Background: an optimization exercise with open tools, aiming at small area, a short achievable clock period and few clock cycles per item. Do not read the settings as production practice.
In this exercise RTL edits were held to simulation tests only and were not proved equivalent to the original.

===== design/flow/config.mk =====
export PLATFORM = sky130hd
export DESIGN_NAME = aes_ctr_top
export DESIGN_NICKNAME = aes_ctr_top
export VERILOG_FILES = /design/flow/design.v
export SDC_FILE = /design/flow/constraint.sdc
export NUM_CORES = 4
export LEC_CHECK = 0
export ABC_AREA = 1
export CAP_MARGIN = 20
export CELL_PAD_IN_SITES_DETAIL_PLACEMENT = 2
export CELL_PAD_IN_SITES_GLOBAL_PLACEMENT = 2
export CORE_MARGIN = 2
export CORE_UTILIZATION = 40
export PLACE_DENSITY = 0.55
export SLEW_MARGIN = 20

===== design/flow/constraint.sdc =====
create_clock -name core_clock -period 9.0 [get_ports {Clk}]
set_input_delay 1.8000 -clock core_clock [delete_from_list [all_inputs] [get_ports {Clk}]]
set_output_delay 1.8000 -clock core_clock [all_outputs]
set_load 0.01 [all_outputs]

===== design/flow/design.v =====
package aes_pkg;
    localparam int AES_ROUNDS = 14;
    typedef logic [127:0] aes_block_t;
    typedef logic [255:0] aes_key_t;
    typedef logic [15:0]  aes_keep_t;
    typedef logic [3:0]   aes_round_t;
    function automatic logic [7:0] xtime(input logic [7:0] b);
        xtime = {b[6:0], 1'b0} ^ (b[7] ? 8'h1b : 8'h00);
    endfunction
    function automatic logic [7:0] rcon(input aes_round_t r);
        case (r[3:1])
            3'd1:    rcon = 8'h01;
            3'd2:    rcon = 8'h02;
            3'd3:    rcon = 8'h04;
            3'd4:    rcon = 8'h08;
            3'd5:    rcon = 8'h10;
            3'd6:    rcon = 8'h20;
            3'd7:    rcon = 8'h40;
            default: rcon = 8'h00;
        endcase
    endfunction
endpackage
module aes_ctr_fsm (
    input  logic Clk,
    input  logic rst_n,
    input  logic s_tvalid,
    input  logic s_last,
    input  logic m_tready,
    input  logic round_first,
    input  logic round_last,
    output logic s_tready,
    output logic m_tvalid,
    output logic key_hi_load,    
    output logic key_lo_load,    
    output logic ctr_load,       
    output logic block_start,    
    output logic block_step,     
    output logic block_final,    
    output logic round_load,     
    output logic round_advance   
);
    logic hdr0, hdr1, hdr2, run;   
    logic out_valid;
    assign s_tready = (hdr0 | hdr1 | hdr2 | (run & round_last));
    assign m_tvalid = out_valid;
    assign key_hi_load = hdr0 & s_tvalid;
    assign key_lo_load = hdr1 & s_tvalid;
    assign ctr_load    = hdr2 & s_tvalid;
    assign block_start = run & round_first & (~out_valid | m_tready);
    assign block_step  = run & ~round_first & ~round_last;
    assign block_final = run & round_last & s_tvalid;
    assign round_load    = ctr_load | (block_final & ~s_last);
    assign round_advance = block_start | block_step;
    always_ff @(posedge Clk) begin
        if (!rst_n) begin
            hdr0 <= 1'b1;
            hdr1 <= 1'b0;
            hdr2 <= 1'b0;
            run  <= 1'b0;
        end else begin
            if (key_hi_load) begin
                hdr0 <= 1'b0;
                hdr1 <= 1'b1;
            end
            if (key_lo_load) begin
                hdr1 <= 1'b0;
                hdr2 <= 1'b1;
            end
            if (ctr_load) begin
                hdr2 <= 1'b0;
                run  <= 1'b1;
            end
            if (block_final & s_last) begin
                run  <= 1'b0;
                hdr0 <= 1'b1;
            end
        end
    end
    always_ff @(posedge Clk) begin
        if (!rst_n) begin
            out_valid <= 1'b0;
        end else if (block_final) begin
            out_valid <= 1'b1;
        end else if (m_tready) begin
            out_valid <= 1'b0;
        end
    end
endmodule
module aes_round_counter (
    input  logic                Clk,
    input  logic                load,      
    input  logic                advance,   
    output aes_pkg::aes_round_t round_num,
    output logic                round_first,
    output logic                round_last
);
    always_ff @(posedge Clk) begin
        if (load) begin
            round_num   <= aes_pkg::aes_round_t'(1);
            round_first <= 1'b1;
            round_last  <= 1'b0;
        end else if (advance) begin
            round_num   <= round_num + aes_pkg::aes_round_t'(1);
            round_first <= 1'b0;
            round_last  <= (round_num == aes_pkg::aes_round_t'(aes_pkg::AES_ROUNDS - 1));
        end
    end
endmodule
module aes_key_schedule (
    input  aes_pkg::aes_round_t round_num,   
    input  aes_pkg::aes_key_t   prev_keys,   
    output aes_pkg::aes_block_t next_key
);
    logic [31:0] w_last;
    logic [31:0] w_sel;
    logic [31:0] w_sub;
    logic [31:0] w_temp;
    logic [31:0] w_old [4];
    assign w_last = prev_keys[31:0];
    assign w_sel = round_num[0] ? w_last : {w_last[23:0], w_last[31:24]};
    for (genvar b = 0; b < 4; b++) begin : g_sbox
        aes_sbox u_sbox (.x(w_sel[8*b +: 8]), .y(w_sub[8*b +: 8]));
    end
    assign w_temp = round_num[0] ? w_sub : w_sub ^ {aes_pkg::rcon(round_num), 24'h000000};
    always_comb begin
        for (int i = 0; i < 4; i++) begin
            w_old[i] = prev_keys[255 - 32*i -: 32];   
        end
    end
    assign next_key = {w_old[0] ^ w_temp,
                       w_old[0] ^ w_old[1] ^ w_temp,
                       w_old[0] ^ w_old[1] ^ w_old[2] ^ w_temp,
                       w_old[0] ^ w_old[1] ^ w_old[2] ^ w_old[3] ^ w_temp};
endmodule
module aes_sbox (
    input  logic [7:0] x,
    output logic [7:0] y
);
    logic U0, U1, U2, U3, U4, U5, U6, U7;
    logic T1, T2, T3, T4, T5, T6, T7, T8, T9, T10, T11, T12, T13, T14, T15, T16;
    logic T17, T18, T19, T20, T21, T22, T23, T24, T25, T26, T27, M1, M2, M3, M4, M5;
    logic M6, M7, M8, M9, M10, M11, M12, M13, M14, M15, M16, M17, M18, M19, M20, M21;
    logic M22, M23, M24, M25, M26, M27, M28, M29, M30, M31, M32, M33, M34, M35, M36, M37;
    logic M38, M39, M40, M41, M42, M43, M44, M45, M46, M47, M48, M49, M50, M51, M52, M53;
    logic M54, M55, M56, M57, M58, M59, M60, M61, M62, M63, L0, L1, L2, L3, L4, L5;
    logic L6, L7, L8, L9, L10, L11, L12, L13, L14, L15, L16, L17, L18, L19, L20, L21;
    logic L22, L23, L24, L25, L26, L27, L28, L29, S0, S1, S2, S3, S4, S5, S6, S7;
    assign {U0, U1, U2, U3, U4, U5, U6, U7} = x;   
    assign T1 = U0 ^ U3;
    assign T2 = U0 ^ U5;
    assign T3 = U0 ^ U6;
    assign T4 = U3 ^ U5;
    assign T5 = U4 ^ U6;
    assign T6 = T1 ^ T5;
    assign T7 = U1 ^ U2;
    assign T8 = U7 ^ T6;
    assign T9 = U7 ^ T7;
    assign T10 = T6 ^ T7;
    assign T11 = U1 ^ U5;
    assign T12 = U2 ^ U5;
    assign T13 = T3 ^ T4;
    assign T14 = T6 ^ T11;
    assign T15 = T5 ^ T11;
    assign T16 = T5 ^ T12;
    assign T17 = T9 ^ T16;
    assign T18 = U3 ^ U7;
    assign T19 = T7 ^ T18;
    assign T20 = T1 ^ T19;
    assign T21 = U6 ^ U7;
    assign T22 = T7 ^ T21;
    assign T23 = T2 ^ T22;
    assign T24 = T2 ^ T10;
    assign T25 = T20 ^ T17;
    assign T26 = T3 ^ T16;
    assign T27 = T1 ^ T12;
    assign M1 = T13 & T6;
    assign M2 = T23 & T8;
    assign M3 = T14 ^ M1;
    assign M4 = T19 & U7;
    assign M5 = M4 ^ M1;
    assign M6 = T3 & T16;
    assign M7 = T22 & T9;
    assign M8 = T26 ^ M6;
    assign M9 = T20 & T17;
    assign M10 = M9 ^ M6;
    assign M11 = T1 & T15;
    assign M12 = T4 & T27;
    assign M13 = M12 ^ M11;
    assign M14 = T2 & T10;
    assign M15 = M14 ^ M11;
    assign M16 = M3 ^ M2;
    assign M17 = M5 ^ T24;
    assign M18 = M8 ^ M7;
    assign M19 = M10 ^ M15;
    assign M20 = M16 ^ M13;
    assign M21 = M17 ^ M15;
    assign M22 = M18 ^ M13;
    assign M23 = M19 ^ T25;
    assign M24 = M22 ^ M23;
    assign M25 = M22 & M20;
    assign M26 = M21 ^ M25;
    assign M27 = M20 ^ M21;
    assign M28 = M23 ^ M25;
    assign M29 = M28 & M27;
    assign M30 = M26 & M24;
    assign M31 = M20 & M23;
    assign M32 = M27 & M31;
    assign M33 = M27 ^ M25;
    assign M34 = M21 & M22;
    assign M35 = M24 & M34;
    assign M36 = M24 ^ M25;
    assign M37 = M21 ^ M29;
    assign M38 = M32 ^ M33;
    assign M39 = M23 ^ M30;
    assign M40 = M35 ^ M36;
    assign M41 = M38 ^ M40;
    assign M42 = M37 ^ M39;
    assign M43 = M37 ^ M38;
    assign M44 = M39 ^ M40;
    assign M45 = M42 ^ M41;
    assign M46 = M44 & T6;
    assign M47 = M40 & T8;
    assign M48 = M39 & U7;
    assign M49 = M43 & T16;
    assign M50 = M38 & T9;
    assign M51 = M37 & T17;
    assign M52 = M42 & T15;
    assign M53 = M45 & T27;
    assign M54 = M41 & T10;
    assign M55 = M44 & T13;
    assign M56 = M40 & T23;
    assign M57 = M39 & T19;
    assign M58 = M43 & T3;
    assign M59 = M38 & T22;
    assign M60 = M37 & T20;
    assign M61 = M42 & T1;
    assign M62 = M45 & T4;
    assign M63 = M41 & T2;
    assign L0 = M61 ^ M62;
    assign L1 = M50 ^ M56;
    assign L2 = M46 ^ M48;
    assign L3 = M47 ^ M55;
    assign L4 = M54 ^ M58;
    assign L5 = M49 ^ M61;
    assign L6 = M62 ^ L5;
    assign L7 = M46 ^ L3;
    assign L8 = M51 ^ M59;
    assign L9 = M52 ^ M53;
    assign L10 = M53 ^ L4;
    assign L11 = M60 ^ L2;
    assign L12 = M48 ^ M51;
    assign L13 = M50 ^ L0;
    assign L14 = M52 ^ M61;
    assign L15 = M55 ^ L1;
    assign L16 = M56 ^ L0;
    assign L17 = M57 ^ L1;
    assign L18 = M58 ^ L8;
    assign L19 = M63 ^ L4;
    assign L20 = L0 ^ L1;
    assign L21 = L1 ^ L7;
    assign L22 = L3 ^ L12;
    assign L23 = L18 ^ L2;
    assign L24 = L15 ^ L9;
    assign L25 = L6 ^ L10;
    assign L26 = L7 ^ L9;
    assign L27 = L8 ^ L10;
    assign L28 = L11 ^ L14;
    assign L29 = L11 ^ L17;
    assign S0 = L6 ^ L24;
    assign S1 = ~(L16 ^ L26);
    assign S2 = ~(L19 ^ L28);
    assign S3 = L6 ^ L21;
    assign S4 = L20 ^ L22;
    assign S5 = L25 ^ L29;
    assign S6 = ~(L13 ^ L27);
    assign S7 = ~(L6 ^ L23);
    assign y = {S0, S1, S2, S3, S4, S5, S6, S7};
endmodule
module aes_round (
    input  aes_pkg::aes_block_t state_in,
    input  aes_pkg::aes_block_t round_key,
    input  aes_pkg::aes_block_t text,
    output aes_pkg::aes_block_t mix_out,
    output aes_pkg::aes_block_t final_out
);
    logic [7:0] sb [16];
    logic [7:0] sr [16];
    logic [7:0] mc [16];
    for (genvar k = 0; k < 16; k++) begin : g_sbox
        aes_sbox u_sbox (.x(state_in[127 - 8*k -: 8]), .y(sb[k]));
    end
    always_comb begin
        for (int c = 0; c < 4; c++) begin
            for (int r = 0; r < 4; r++) begin
                sr[4*c + r] = sb[4*((c + r) % 4) + r];   
            end
        end
        for (int c = 0; c < 4; c++) begin
            logic [7:0] t;
            t = sr[4*c] ^ sr[4*c + 1] ^ sr[4*c + 2] ^ sr[4*c + 3];
            for (int r = 0; r < 4; r++) begin
                mc[4*c + r] = sr[4*c + r] ^ t ^ aes_pkg::xtime(sr[4*c + r] ^ sr[4*c + (r + 1) % 4]);
            end
        end
        for (int k = 0; k < 16; k++) begin
            mix_out[127 - 8*k -: 8]   = mc[k] ^ round_key[127 - 8*k -: 8];
            final_out[127 - 8*k -: 8] = sr[k] ^ round_key[127 - 8*k -: 8] ^ text[127 - 8*k -: 8];
        end
    end
endmodule
module aes_ctr_datapath (
    input  logic                Clk,
    input  logic [127:0]        s_data,
    input  logic [15:0]         s_keep,
    input  logic                s_last,
    input  logic                key_hi_load,
    input  logic                key_lo_load,
    input  logic                ctr_load,
    input  logic                block_start,
    input  logic                block_step,
    input  logic                block_final,
    input  aes_pkg::aes_round_t round_num,
    input  logic                round_first,
    output logic [127:0]        m_data,
    output logic [15:0]         m_keep,
    output logic                m_last
);
    aes_pkg::aes_key_t   key_reg;     
    aes_pkg::aes_key_t   key_pair;    
    aes_pkg::aes_block_t ctr_reg;     
    aes_pkg::aes_block_t state_reg;
    aes_pkg::aes_keep_t  keep_reg;
    logic                last_reg;
    aes_pkg::aes_block_t next_key;
    aes_pkg::aes_block_t round_key;
    aes_pkg::aes_block_t mix_out;
    aes_pkg::aes_block_t final_out;
    aes_pkg::aes_block_t init_state;
    assign round_key  = round_first ? key_reg[127:0] : next_key;
    assign init_state = (ctr_load ? s_data : ctr_reg) ^ key_reg[255:128];
    always_ff @(posedge Clk) begin
        if (key_hi_load) begin
            key_reg[255:128] <= s_data;
        end
        if (key_lo_load) begin
            key_reg[127:0] <= s_data;
        end
    end
    always_ff @(posedge Clk) begin
        if (ctr_load) begin
            ctr_reg <= s_data;
        end else if (block_start) begin
            ctr_reg <= ctr_reg + 128'd1;   
        end
    end
    always_ff @(posedge Clk) begin
        if (block_start | block_step) begin
            state_reg <= mix_out;
        end else if (ctr_load | block_final) begin
            state_reg <= init_state;
        end
    end
    always_ff @(posedge Clk) begin
        if (block_start) begin
            key_pair <= key_reg;
        end else if (block_step) begin
            key_pair <= {key_pair[127:0], next_key};
        end else if (block_final) begin
            key_pair <= {key_pair[127:0], final_out};
        end
    end
    always_ff @(posedge Clk) begin
        if (block_final) begin
            keep_reg <= s_keep;
            last_reg <= s_last;
        end
    end
    aes_key_schedule u_key_schedule (
        .round_num (round_num),
        .prev_keys (key_pair),
        .next_key  (next_key)
    );
    aes_round u_round (
        .state_in  (state_reg),
        .round_key (round_key),
        .text      (s_data),
        .mix_out   (mix_out),
        .final_out (final_out)
    );
    assign m_data = key_pair[127:0];
    assign m_keep = keep_reg;
    assign m_last = last_reg;
endmodule
module aes_ctr_top (
    input  logic         Clk,
    input  logic         rst_n,
    input  logic         s_tvalid,
    output logic         s_tready,
    input  logic [127:0] s_tdata,
    input  logic [15:0]  s_tkeep,
    input  logic         s_tlast,
    output logic         m_tvalid,
    input  logic         m_tready,
    output logic [127:0] m_tdata,
    output logic [15:0]  m_tkeep,
    output logic         m_tlast
);
    logic                key_hi_load;
    logic                key_lo_load;
    logic                ctr_load;
    logic                block_start;
    logic                block_step;
    logic                block_final;
    logic                round_load;
    logic                round_advance;
    aes_pkg::aes_round_t round_num;
    logic                round_first;
    logic                round_last;
    aes_ctr_fsm u_fsm (
        .Clk           (Clk),
        .rst_n         (rst_n),
        .s_tvalid      (s_tvalid),
        .s_last        (s_tlast),
        .m_tready      (m_tready),
        .round_first   (round_first),
        .round_last    (round_last),
        .s_tready      (s_tready),
        .m_tvalid      (m_tvalid),
        .key_hi_load   (key_hi_load),
        .key_lo_load   (key_lo_load),
        .ctr_load      (ctr_load),
        .block_start   (block_start),
        .block_step    (block_step),
        .block_final   (block_final),
        .round_load    (round_load),
        .round_advance (round_advance)
    );
    aes_round_counter u_round_counter (
        .Clk         (Clk),
        .load        (round_load),
        .advance     (round_advance),
        .round_num   (round_num),
        .round_first (round_first),
        .round_last  (round_last)
    );
    aes_ctr_datapath u_datapath (
        .Clk         (Clk),
        .s_data      (s_tdata),
        .s_keep      (s_tkeep),
        .s_last      (s_tlast),
        .key_hi_load (key_hi_load),
        .key_lo_load (key_lo_load),
        .ctr_load    (ctr_load),
        .block_start (block_start),
        .block_step  (block_step),
        .block_final (block_final),
        .round_num   (round_num),
        .round_first (round_first),
        .m_data      (m_tdata),
        .m_keep      (m_tkeep),
        .m_last      (m_tlast)
    );
endmodule

===== design/flow/run.sh =====
#!/bin/bash
# synth_recipe.tcl (not shown) runs the flow's synth.tcl, then flattens the netlist and writes it again
# the make line also repeats each setting of config.mk as NAME=value (left out here)
make -C /OpenROAD-flow-scripts/flow DESIGN_CONFIG=/design/flow/config.mk WORK_HOME=/design/flow/orfs CLKGATE_MAP_FILE= SYNTH_SCRIPT=/design/flow/synth_recipe.tcl finish

==> metrics.md <==
| Metric | Value |
|---|---|
| Sequential element share of the synthesized area | 27.60% |
| GPL Wtd Cong | 1.073 |
| Clock transition at path regs | 70 ps |
| Clock Skew | between 30 and 40 ps |
| Cell taking the most area after synthesis | edfxtp_1 |
| Die W | 468.3 um |
| Final Core Density | between 40% and 50% |
| Post-CTS Setup Inserts | 0 |
| R2r setup slk | 1270 ps |
| Unrepaired setup endpoints after global routing | false |
| Sink Count | around 800 |
| Core area | 214400 um2 |
| CP Capture Point | u_datapath.state_reg[90]$_DFFE_PP_ |
| Die area | 219300 um2 |
| Count of final setup violators | 0 |
| Net Count, Synth | 14039 |
| Largest net degree at the start of global routing | between 100 and 150 |
| CTS tree | done |
| Critical path type | register to register |
| Max cap viols | 0 |
| Arrival @ worst endpoint | 8250 ps |
| CTS HTree Levels | 3 |
| P&R area growth vs syn | 10.06% |
| Final Hold Fails | 0 |
| Crit-path max FO | 36 |
| CTS resizes | 0 |
| Final Max Slew Viols | 0 |
| CP max-delay cell | nand2_1 |
| Routed WL | 539.5 mm |
| Yosys warnings | 11 |
| Dominant cells by area after synthesis | edfxtp_1 (27%), nand2_1 (27%), nand3_1 (8.8%), xor2_1 (6.6%), inv_1 (6.4%) |
| R2R Path End | u_datapath.state_reg[90]$_DFFE_PP_ |
| DR iter-0 viols | 11455 |
| Nets | 14152 |
| Fmax | between 0.1 and 0.15 GHz |
| Gr ovfl total | 0 |
| CP most frequent cell | nand2_1 |
| Vias in the first global route | 110391 |
| Crit path required time | about 9500 ps |
| Distinct cells, synth | 68 |
| Clock latency (worst-skew pair) | roughly 810 ps |
| Reg2reg start | u_round_counter.round_num[0]$_SDFFE_PP1N_ |
| Status | finished clean |
| Hold Path Class | register to register |
| Antenna-violating nets left | 0 |
| CTS Buf Count | 106 |
| Via-per-instance ratio | roughly 6 |
| Yosys top cell area share | around 27% |
| Initial antenna violation count | 60 |
| Input/output buffers | 295 |
| Critical path launch point type | register |
| Setup_tns | 0 ps |
| Cts hold-fix bufs | 0 |
| Share of flip-flops with an asynchronous set or reset | 0% |
| Starting Density | 40.21% |
| Ys flop type | edfxtp_1 |
| Hold slack final | 504.1 ps |
| Number of I/O pins | 296 |
| CTS Root Buffer Type | clkbuf_16 |
| Critical Path Sink Type | register |
| R2R cell count | 30 |
| Post-Syn Area per Cell | roughly 6.2 um2 |
| Final worst-path cycle share | 85.85% |
| GRT Util Overall | 47.71% |
| Post-DP HPWL | 413.0 mm |
| Cells after synthesis | around 14000 |
| Synth Cell Area | 86220 um2 |
| Maximum root-to-sink buffer count | 3 |
| DR pass1 iterations | 7 |
| Worst slew margin | 11.01% |
| First-pass GRT wire length | between 700 and 800 mm |
| Residual DRC count | 0 |
| Share of layout cells above drive strength 1 | 5.367% |
| FF+latch count, synth | 796 |
| Die height | 468.3 um |
| Detailed-route via count | 104083 |
| DR WL/cell | around 32 um |
| Number of synthesized flops with an enable pin | 785 |
| CP startpoint | u_round_counter.round_num[0]$_SDFFE_PP1N_ |
| CP max stage delay | between 1000 and 1500 ps |
| Row Count | 170 |
| Worst-margin pin slew | 1321 ps |
| Final min period | 7727 ps |
[critical path: cells and delay by family, from the launching register on]
family	cells	cell delay [ps]
and+or+nand+nor	25	5460
DFF	1	630
xor gates and xnor gates	1	390
adders and majority gates	1	350
AOI/OAI and AO/OA	2	300
buffers and inverters	1	270
[cell type report]
type                       instances  area (um2)
timing repair buffer             359        3496
tap                             2838        3551
clock inverter                    67       624.3
fill                           26696      119500
antenna                           21       52.55
inverter                        1551        5859
sequential                       796       23800
multi-input combinational      11146       54730
clock buffer                     129        2781
[how the worst min path moves through the flow]
| stage | from | end | slack (ps) | cells after the start |
|---|---|---|---|---|
| 3_5_place_dp | u_fsm.hdr0$_SDFFE_PP1P_ | u_fsm.hdr0$_SDFFE_PP1P_ | 490 | 2 |
| 4_1_cts | u_fsm.hdr0$_SDFFE_PP1P_ | u_fsm.hdr0$_SDFFE_PP1P_ | 500 | 2 |
| 2_1_floorplan | u_fsm.hdr0$_SDFFE_PP1P_ | u_fsm.hdr0$_SDFFE_PP1P_ | 440 | 2 |
| 5_1_grt | u_fsm.hdr0$_SDFFE_PP1P_ | u_fsm.hdr0$_SDFFE_PP1P_ | 540 | 2 |
| 3_3_place_gp | u_fsm.hdr0$_SDFFE_PP1P_ | u_fsm.hdr0$_SDFFE_PP1P_ | 460 | 2 |
| 6_report | u_fsm.hdr0$_SDFFE_PP1P_ | u_fsm.hdr0$_SDFFE_PP1P_ | 500 | 2 |
[cell usage after synthesis (136+ instances only)]
cell type	number
buf_4	136
nand2_1	6188
edfxtp_1	785
clkbuf_1	150
o21ai_0	436
xnor2_1	411
nand2_2	162
nand3b_1	151
xor2_1	650
nor2_1	582
a21oi_1	199
nand3_1	1515
inv_1	1469
[placed cells by master, fill, tap and decap left out, drive strengths merged, types with 70 or more instances in the layout]
cell type	netlist	final
a21oi	199	199
clkbuf	152	129
clkdlybuf4s50	0	295
edfxtp	785	785
inv	1542	1549
nand2	6359	6359
nand3	1546	1546
nand3b	152	152
nand4	118	118
nor2	625	625
nor3	70	70
nor4	81	81
o21ai	559	559
or2	83	83
xnor2	462	462
xor2	688	688
[logic make-up after synthesis]
group,Yosys count,synth area share (%)
AOI/OAI and AO/OA,868,5.502
xor gates and xnor gates,1150,12.63
adders and majority gates,43,0.6240
buffers and inverters,1905,9.041
DFF,796,27.60
muxes,33,0.3875
and+or+nand+nor,9052,44.22
[routing by layer]
| metal | up-vias | share of wire, % | track usage (%) |
|---|---|---|---|
| li1 | 44256 | - | - |
| met4 | 44 | 9.8 | 39.14 |
| met1 | 52208 | 37 | 55.29 |
| met2 | 5692 | 43 | 74.00 |
| met5 | - | 0.053 | 0 |
| met3 | 1883 | 10 | 12.49 |
[per-stage QoR]
stage               instance area (um2)  setup WS (ps)  std cells
global placement                  91410           2007      16690
global route                      94860           1059      16892
floorplan                         86220          188.3      13847
CTS                               94820           1727      16886
detailed placement                91410           1790      16690
finish                            94890           1273      16907
Testbench counts, summed over its fixed seeds: cycles 17,692, items 1,222.

[re-timing with driven ports]
Ports are ideal in the flow. The routed layout listed here was re-timed in OpenROAD. Step 1 (the two cells are an assumption about what drives the block):
set clk [get_ports {Clk}]
set_driving_cell -lib_cell sky130_fd_sc_hd__clkbuf_16 $clk
set_driving_cell -lib_cell sky130_fd_sc_hd__buf_2 [delete_from_list [all_inputs] $clk]
Step 2 moves the port delays by t, midway between the first and last clock arrival at a register: inputs arrive t later, outputs are due t later. That takes back most of the time a late clock gives input paths. Slacks: ideal ports / drivers / drivers and shift; pairs: ideal ports / drivers.
shift t [ns]: 0.891
setup slack, ns: 1.273 / 1.273 / 1.273
pins driven straight from the clock port: 1
After both steps setup and hold are still met in this run. For this run, drivers alone change the setup slack by 0.000 ns; drivers and shift together by 0.000 ns.
